This design comes from an exercise in tuning for small area and few clock cycles per item on the open sky130 flow, not from production work. Only simulation tests tie the RTL to the original design; equivalence was not proved. Power is estimated from default activity; no workload was simulated.

<file path="flow/constraint.sdc">
create_clock -name core_clock -period 5.0 [get_ports {clk}]
set_input_delay 1.0000 -clock core_clock [delete_from_list [all_inputs] [get_ports {clk}]]
set_output_delay 1.0000 -clock core_clock [all_outputs]
set_load 0.01 [all_outputs]
</file>
<file path="flow/config.mk">
export PLATFORM = sky130hd
export DESIGN_NAME = sorted_list_engine
export DESIGN_NICKNAME = sorted_list_engine
export VERILOG_FILES = /design/flow/design.v
export SDC_FILE = /design/flow/constraint.sdc
export NUM_CORES = 4
export LEC_CHECK = 0
export CAP_MARGIN = 20
export CORE_MARGIN = 2
export CORE_UTILIZATION = 50
export CTS_BUF_LIST = sky130_fd_sc_hd__clkbuf_8
export CTS_CLUSTER_DIAMETER = 60
export CTS_CLUSTER_SIZE = 16
export SETUP_SLACK_MARGIN = 0.2
export SLEW_MARGIN = 20
</file>
<file path="flow/flow/run.sh">
#!/bin/bash
# Own layout flow: the standard synthesis, then the combinational logic of
# its netlist re-mapped by ABC for the least area within a delay target, and sized for
# 1500 ps logic delay (registers, their
# names and cell types untouched), then the standard layout from there.
set -euo pipefail
R=orfs/results/$FLOW_PLATFORM/sorted_list_engine/base
LIB=$FLOW_HOME/platforms/$FLOW_PLATFORM/lib/sky130_fd_sc_hd__tt_025C_1v80.lib
bash standard.sh synth > log_synth.txt 2>&1
cp $R/1_2_yosys.v std_netlist.v
ABC_SCRIPT=$(cat flow/abc_script.txt)
yosys -p "read_liberty -ignore_miss_func $LIB; read_verilog std_netlist.v; hierarchy -top $FLOW_TOP; setattr -mod -set keep_hierarchy 1 sky130_fd_sc_hd__df* sky130_fd_sc_hd__edf* sky130_fd_sc_hd__sdf* sky130_fd_sc_hd__dl* sky130_fd_sc_hd__conb_1; flatten; opt_clean; tee -o remap_pre.txt stat -liberty $LIB; abc -liberty $LIB -dont_use sky130_fd_sc_hd__lpflow_bleeder_1 -dont_use sky130_fd_sc_hd__lpflow_clkbufkapwr_1 -dont_use sky130_fd_sc_hd__lpflow_clkbufkapwr_16 -dont_use sky130_fd_sc_hd__lpflow_clkbufkapwr_2 -dont_use sky130_fd_sc_hd__lpflow_clkbufkapwr_4 -dont_use sky130_fd_sc_hd__lpflow_clkbufkapwr_8 -dont_use sky130_fd_sc_hd__lpflow_clkinvkapwr_1 -dont_use sky130_fd_sc_hd__lpflow_clkinvkapwr_16 -dont_use sky130_fd_sc_hd__lpflow_clkinvkapwr_2 -dont_use sky130_fd_sc_hd__lpflow_clkinvkapwr_4 -dont_use sky130_fd_sc_hd__lpflow_clkinvkapwr_8 -dont_use sky130_fd_sc_hd__lpflow_decapkapwr_12 -dont_use sky130_fd_sc_hd__lpflow_decapkapwr_3 -dont_use sky130_fd_sc_hd__lpflow_decapkapwr_4 -dont_use sky130_fd_sc_hd__lpflow_decapkapwr_6 -dont_use sky130_fd_sc_hd__lpflow_decapkapwr_8 -dont_use sky130_fd_sc_hd__lpflow_inputiso0n_1 -dont_use sky130_fd_sc_hd__lpflow_inputiso0p_1 -dont_use sky130_fd_sc_hd__lpflow_inputiso1n_1 -dont_use sky130_fd_sc_hd__lpflow_inputiso1p_1 -dont_use sky130_fd_sc_hd__lpflow_inputisolatch_1 -dont_use sky130_fd_sc_hd__lpflow_isobufsrc_1 -dont_use sky130_fd_sc_hd__lpflow_isobufsrc_16 -dont_use sky130_fd_sc_hd__lpflow_isobufsrc_2 -dont_use sky130_fd_sc_hd__lpflow_isobufsrc_4 -dont_use sky130_fd_sc_hd__lpflow_isobufsrc_8 -dont_use sky130_fd_sc_hd__lpflow_isobufsrckapwr_16 -dont_use sky130_fd_sc_hd__lpflow_lsbuf_lh_hl_isowell_tap_1 -dont_use sky130_fd_sc_hd__lpflow_lsbuf_lh_hl_isowell_tap_2 -dont_use sky130_fd_sc_hd__lpflow_lsbuf_lh_hl_isowell_tap_4 -dont_use sky130_fd_sc_hd__lpflow_lsbuf_lh_isowell_4 -dont_use sky130_fd_sc_hd__lpflow_lsbuf_lh_isowell_tap_1 -dont_use sky130_fd_sc_hd__lpflow_lsbuf_lh_isowell_tap_2 -dont_use sky130_fd_sc_hd__lpflow_lsbuf_lh_isowell_tap_4 -dont_use sky130_fd_sc_hd__probe_p_8 -dont_use sky130_fd_sc_hd__probec_p_8 -dont_use sky130_fd_sc_hd__clkdlybuf4s* -dont_use sky130_fd_sc_hd__dlygate* -dont_use sky130_fd_sc_hd__dlymetal*  -D 1500 -script $ABC_SCRIPT; opt_clean -purge; tee -o remap_post.txt stat -liberty $LIB; select $FLOW_TOP; write_verilog -noattr -selected remap_netlist.v" > log_remap.txt 2>&1
cp remap_netlist.v $R/1_2_yosys.v
rm -f $R/1_synth.odb $R/1_synth.sdc
# ports are buffered with the smallest buffer; the resizer sizes them up where needed
bash standard.sh "BUFFER_PORTS_ARGS=-buffer_cell sky130_fd_sc_hd__buf_1" finish > log_layout.txt 2>&1
</file>
<file path="flow/design.v">
package sle_pkg;
  localparam logic [1:0] OP_INSERT   = 2'd0;
  localparam logic [1:0] OP_REMOVE   = 2'd1;
  localparam logic [1:0] OP_CONTAINS = 2'd2;
  localparam logic [1:0] OP_READ     = 2'd3;
  localparam logic [2:0] ST_OK        = 3'd0;
  localparam logic [2:0] ST_EMPTY     = 3'd1;
  localparam logic [2:0] ST_NOT_FOUND = 3'd2;
  localparam logic [2:0] ST_FULL      = 3'd3;
  localparam logic [2:0] ST_OOB       = 3'd4;
  localparam int FIELD_W = 16;
  localparam int INDEX_W = 4;
  localparam int COUNT_W = 5;
  localparam int READ_SLOTS = 16;
  typedef struct packed {
    logic ins;
    logic rem;
  } sle_cmd_t;
endpackage
module sle_cell #(
  parameter int VALUE_WIDTH = 16
) (
  input  logic                   clk,
  input  sle_pkg::sle_cmd_t      cmd,
  input  logic [VALUE_WIDTH-1:0] key,
  input  logic                   valid,
  input  logic [VALUE_WIDTH-1:0] left_value,
  input  logic                   left_lt,
  input  logic [VALUE_WIDTH-1:0] right_value,
  output logic [VALUE_WIDTH-1:0] value,
  output logic                   lt,
  output logic                   eq
);
  logic [VALUE_WIDTH-1:0] value_next;
  assign lt = valid && (value < key);
  assign eq = valid && (value == key);
  logic sel_key, sel_left, sel_right, sel_hold;
  always_comb begin
    sel_key    = cmd.ins && !lt && left_lt;
    sel_left   = cmd.ins && !lt && !left_lt;
    sel_right  = cmd.rem && !lt;   
    sel_hold   = lt || !(cmd.ins || cmd.rem);
    value_next = ({VALUE_WIDTH{sel_key}}   & key)
               | ({VALUE_WIDTH{sel_left}}  & left_value)
               | ({VALUE_WIDTH{sel_right}} & right_value)
               | ({VALUE_WIDTH{sel_hold}}  & value);
  end
  always_ff @(posedge clk) begin
    value <= value_next;
  end
endmodule
import sle_pkg::*;
module sorted_list_engine #(
  parameter int DEPTH       = 16,
  parameter int VALUE_WIDTH = 16
) (
  input  logic        clk,
  input  logic        rst,
  input  logic        s_tvalid,
  output logic        s_tready,
  input  logic [23:0] s_tdata,   
  input  logic [1:0]  s_tuser,   
  output logic        m_tvalid,
  input  logic        m_tready,
  output logic [23:0] m_tdata,   
  output logic [3:0]  m_tuser    
);
  localparam int CW = $clog2(DEPTH + 1);
  localparam int XW = (CW > INDEX_W) ? CW : INDEX_W;
  logic [CW-1:0]          cnt;
  logic [CW-1:0]          cnt_next;
  logic                   accept;
  logic [1:0]             op;
  logic [INDEX_W-1:0]     idx;
  logic [VALUE_WIDTH+FIELD_W-1:0] key_ext;
  logic [VALUE_WIDTH-1:0] key;
  logic                   full;
  logic                   present;
  sle_pkg::sle_cmd_t      cmd;
  logic [VALUE_WIDTH-1:0] cell_val [DEPTH];
  logic [DEPTH-1:0]       cell_valid;
  logic [DEPTH-1:0]       cell_lt;
  logic [DEPTH-1:0]       cell_eq;
  logic [VALUE_WIDTH-1:0] rd_slot  [READ_SLOTS];
  logic [VALUE_WIDTH-1:0] rd_val;
  logic [VALUE_WIDTH+FIELD_W-1:0] rd_ext;
  logic [VALUE_WIDTH+FIELD_W-1:0] rm_ext;
  logic [FIELD_W-1:0]     res_data;
  logic                   res_found;
  logic [2:0]             res_status;
  logic [CW+COUNT_W-1:0]  cnt_ext;
  assign accept  = s_tvalid && s_tready;
  assign s_tready = !m_tvalid || m_tready;
  assign op      = s_tuser;
  assign idx     = s_tdata[FIELD_W+INDEX_W-1:FIELD_W];
  assign key_ext = {{VALUE_WIDTH{1'b0}}, s_tdata[FIELD_W-1:0]};
  assign key     = key_ext[VALUE_WIDTH-1:0];
  assign full    = (cnt == CW'(DEPTH));
  assign present = |cell_eq;
  always_comb begin
    cmd.ins = accept && (op == OP_INSERT) && !full;
    cmd.rem = accept && (op == OP_REMOVE) && present;
  end
  genvar gi;
  generate
    for (gi = 0; gi < DEPTH; gi++) begin : g_cell
      logic [VALUE_WIDTH-1:0] lv;
      logic                   llt;
      logic [VALUE_WIDTH-1:0] rv;
      assign cell_valid[gi] = (cnt > CW'(gi));
      if (gi == 0) begin : g_first
        assign lv  = '0;
        assign llt = 1'b1;
      end else begin : g_inner
        assign lv  = cell_val[gi-1];
        assign llt = cell_lt[gi-1];
      end
      if (gi == DEPTH - 1) begin : g_last
        assign rv = '0;
      end else begin : g_body
        assign rv = cell_val[gi+1];
      end
      sle_cell #(.VALUE_WIDTH(VALUE_WIDTH)) u_cell (
        .clk         (clk),
        .cmd         (cmd),
        .key         (key),
        .valid       (cell_valid[gi]),
        .left_value  (lv),
        .left_lt     (llt),
        .right_value (rv),
        .value       (cell_val[gi]),
        .lt          (cell_lt[gi]),
        .eq          (cell_eq[gi])
      );
    end
    for (gi = 0; gi < READ_SLOTS; gi++) begin : g_slot
      if (gi < DEPTH) begin : g_used
        assign rd_slot[gi] = cell_val[gi];
      end else begin : g_unused
        assign rd_slot[gi] = '0;
      end
    end
  endgenerate
  assign rd_val = rd_slot[idx];
  assign rd_ext = {{FIELD_W{1'b0}}, rd_val};
  assign rm_ext = {{FIELD_W{1'b0}}, key};
  always_comb begin
    res_data   = '0;
    res_found  = 1'b0;
    res_status = ST_OK;
    cnt_next   = cnt;
    case (op)
      OP_INSERT: begin
        if (full) begin
          res_status = ST_FULL;
        end else begin
          res_found = 1'b1;
          cnt_next  = cnt + CW'(1);
        end
      end
      OP_REMOVE, OP_CONTAINS: begin
        if (cnt == '0) begin
          res_status = ST_EMPTY;
        end else if (!present) begin
          res_status = ST_NOT_FOUND;
        end else begin
          res_found = 1'b1;
          if (op == OP_REMOVE) begin
            res_data = rm_ext[FIELD_W-1:0];
            cnt_next = cnt - CW'(1);
          end
        end
      end
      OP_READ: begin
        if (XW'(idx) >= XW'(cnt)) begin
          res_status = ST_OOB;
        end else begin
          res_found = 1'b1;
          res_data  = rd_ext[FIELD_W-1:0];
        end
      end
      default: begin
        res_status = ST_OK;
      end
    endcase
  end
  assign cnt_ext = {{COUNT_W{1'b0}}, cnt};
  always_ff @(posedge clk) begin
    if (rst) begin
      cnt <= '0;
    end else if (accept) begin
      cnt <= cnt_next;
    end
  end
  always_ff @(posedge clk) begin
    if (rst) begin
      m_tvalid <= 1'b0;
    end else if (accept) begin
      m_tvalid <= 1'b1;
    end else if (m_tready) begin
      m_tvalid <= 1'b0;
    end
  end
  logic [FIELD_W-1:0] out_data;
  logic [3:0]         out_user;
  always_ff @(posedge clk) begin
    if (accept) begin
      out_data <= res_data;
      out_user <= {res_status, res_found};
    end
  end
  assign m_tdata = {3'b000, cnt_ext[COUNT_W-1:0], out_data};
  assign m_tuser = out_user;
endmodule
</file>
<file path="flow/flow/abc_script.txt">
+strash;dc2;dc2;dch,-f;map,{D};topo;buffer,-p;upsize,{D};dnsize,{D};stime,-p;
</file>
<file path="flow/standard.sh">
#!/bin/bash
# synth_recipe.tcl (not shown) runs the flow's synth.tcl, then flattens the netlist and writes it again
# the make line also repeats each setting of config.mk as NAME=value (left out here)
make -C /OpenROAD-flow-scripts/flow DESIGN_CONFIG=/design/flow/config.mk WORK_HOME=/design/flow/orfs CLKGATE_MAP_FILE= SYNTH_SCRIPT=/design/flow/synth_recipe.tcl "${@:-finish}"
</file>
==> summary.txt <==
[placed cells by master, fill, tap and decap left out, types with 10 or more instances in the layout]
cell / instances
a2111oi_0: 14
a211oi_1: 10
a21oi_1: 143
a221oi_1: 40
a22oi_1: 61
buf_1: 50
buf_12: 14
buf_4: 163
clkbuf_8: 38
dfxtp_1: 262
edfxtp_1: 20
inv_1: 316
inv_2: 10
nand2_1: 366
nand3_1: 69
nand4_1: 21
nor2_1: 150
nor2_2: 10
nor3_1: 46
nor4_1: 16
o2111ai_1: 20
o211ai_1: 177
o21ai_0: 192
o221ai_1: 210
o22ai_1: 210
[critical path: cells and delay by family]
family	cells	cell delay [ns]
simple gates	6	1.69
xor+xnor	1	0.26
compound gates	5	1.13
buf+inv	4	0.97
[sequential cells by signal, indices dropped and copies added (netlist names)]
register,cells
m_tvalid,1
out_data,16
g_cell.u_cell.value,256
out_user,4
cnt,5
[metrics by stage]
step	std cells	util
after floorplan	2591	-
after global placement	3129	0.550
final	3194	0.573
after CTS	3188	0.572
after detailed placement	3129	0.550
after global routing	3189	0.572
[layer usage]
metal | global-route usage | vias up
li1 | - | 10000
met1 | 0.647 | 11200
met2 | 0.788 | 2351
met3 | 0.274 | 796
met4 | 0.503 | 10
met5 | 0.0204 | -
[final cells by class]
class                      instances  area (sq um)  area share
sequential                       282          5850       0.280
antenna                            5          12.5    0.000600
multi-input combinational       1819         10700       0.512
tap                              468           586      0.0281
inverter                         331          1250      0.0598
clock buffer                      38           523      0.0251
clock inverter                    21           250      0.0120
timing repair buffer             230          1710      0.0821
[power by group]
part / internal (mW) / switching (mW)
logic: 1.55 / 3.41
registers: 3.25 / 1.43
clock network: 0.903 / 1.10
total: 5.70 / 5.94
[final timing paths]
path                         startpoint                         end  slack (ns)  depth (start not counted)
max                         s_tdata[15]   g_cell[9].u_cell.value[0]        0.47                         16
min          g_cell[15].u_cell.value[0]  g_cell[15].u_cell.value[0]        0.47                          2
max reg2reg                      cnt[4]   g_cell[0].u_cell.value[0]        0.52                         17
min reg2reg  g_cell[15].u_cell.value[0]  g_cell[15].u_cell.value[0]        0.47                          2
==> results list <==
* Number of filler instances in the final layout: 3513
- Result of the run: finished clean
- Global routing finished with a remaining overflow of 0.
* Clock sink total: 282
* I/O pin count: 60
* Via count of the first global-routing pass: 22700
* H-tree level count: 2
- Post-route worst hold slack: 0.470 ns
- Summed over all cells, the static leakage comes to 7.75 nW.
- After layout, the worst setup slack is 0.471 ns.
- Worst-case clock skew: 0.0534 ns
- Max clock buf depth: 3
- For the pin with the worst max-slew slack, the measured transition is 1.19 ns.
- Setup violations remaining at the end of the flow were counted as 0.
- After detailed placement, the total cell area comes to 20100 sq um.
* Metal-1 WL: 37.2 mm
* Crit path max-delay cell type: nor3b_1
- Total length of routed met2 wires: 42.9 mm
- Dpl hpwl: 82.2 mm
* Cells along the critical path: buf_1, buf_4, xnor2_1, o21ai_0, a21oi_1, nor3b_1, nand3_1, o21ai_0, nor2_1, o211ai_2, buf_4, nand2_2, nor2_4, buf_12, nand2_2, o221ai_1
- Total Neg Setup Slack: 0 ns
* WL/cell: 35.0 um
* Via Count: 24400
- Entering global routing, the biggest net connects 47 pins.
* Height of the die: 196 um
- Number of failing hold endpoints at the final stage: 0
- Clock slew at reported path FFs: 0.09 ns
* Antenna violations before repair: 7
* Peak VDD IR: 403 uV
* Total clock buffers created by CTS: 34
* DRC Markers: 0
- The Yosys step of the flow raised 5 warnings.
- Total chip power: 11.6 mW
* Power density of the placed cells: 558 nW/um^2
- Critical path startpoint category: input port
- CTS placed an instance of clkbuf_8 at the clock tree root.
- For the worst setup path, the data arrival time is 5.08 ns.
- The worst setup path is of the in -> reg kind.
- In this run the worst path has a maximum fanout of 18.
- Clock latency on the worst-skew pair, taken at its later pin, is 0.67 ns.
* Per-cell via count in the routed design: 7.65
- After detailed routing, no signal wire sits above met5.
* Layout overhead on the synthesized area: 13.4%
* Max-Slew Margin vs Limit: 0.205
- TritonCTS built the clock tree.
* Max Cap Violations: 0
- Hold repair after CTS inserted 0 buffers.
- Buffers placed on the I/O ports in this run total 52.
* Share of cells above drive strength 1: 0.102
- Initial DRC Count: 4554
* Post-Syn Instances: 2589
- After clock tree synthesis, the setup repair step added 0 buffers.
- Setup repair after global routing left no endpoint under its margin.
* Met3 wire length: 18.9 mm
- In the finished design, the share of the clock period the worst path needs comes to 0.906.
- The max-slew violation count is 0.
- Mean Syn Cell Area: 7.10 sq um
* Synth Cell Area: 18400 sq um
- At the end of routability-driven placement, the weighted congestion stood at 1.17.
- Row generation in the floorplan step produced 70 rows.
- The largest single stage delay on the critical path is 0.73 ns.
- After detailed routing, the total wire length is 112 mm.
- Resized cells post-CTS: 0
- Area of all placed cells without fillers: 20900 sq um
- Chip Width: 196 um
* NumNets Final: 2728
- Number of iterations in the first detailed-routing pass: 9
- In the global route stage, overall resource usage came out at 0.569.
- First-pass GRT wire length: 157 mm
- The worst setup path is captured at a flop.
- Time the final worst path needs with I/O delays and setup: 4.53 ns
- The core region is 36400 sq um.
* Data required time at the worst endpoint: 5.55 ns
- Placement-stage worst setup slack: 0.273 ns
- Highest achievable clock rate: 0.221 GHz
- Remaining number of nets flagged by the antenna check after routing: 0
* Die outline area: 38300 sq um
* Hold/Removal Path Class: reg -> reg
* Starting density of the core: 0.505
Testbench counts, summed over its fixed seeds: cycles 12,008, items 12,000.

## what the ideal ports hide
No port has a modelled driver above. Below, the same layout with a new extraction and two added sets of constraints. Step 1 assumes that a clkbuf_16 drives the clock port and a buf_2 every other input. Step 2, shift: input delay + t, output delay - t, t = (earliest + latest rising clock arrival at the registers) / 2. This alone moves slack from input paths to output paths. Slacks: ideal / step 1 / step 2; pairs: ideal / step 1.
shift t [ns]: 0.700
setup slack, ns: 0.471 / 0.496 / -0.204
worst setup path after step 2: input to register
worst register clock-pin slew, ns: 0.11 / 0.11
worst slew at a driven data input, ns: 0.04
Met with ideal ports but missed after step 2: setup timing in this run. For this run, drivers alone change the setup slack by +0.025 ns; drivers and shift together by -0.675 ns.
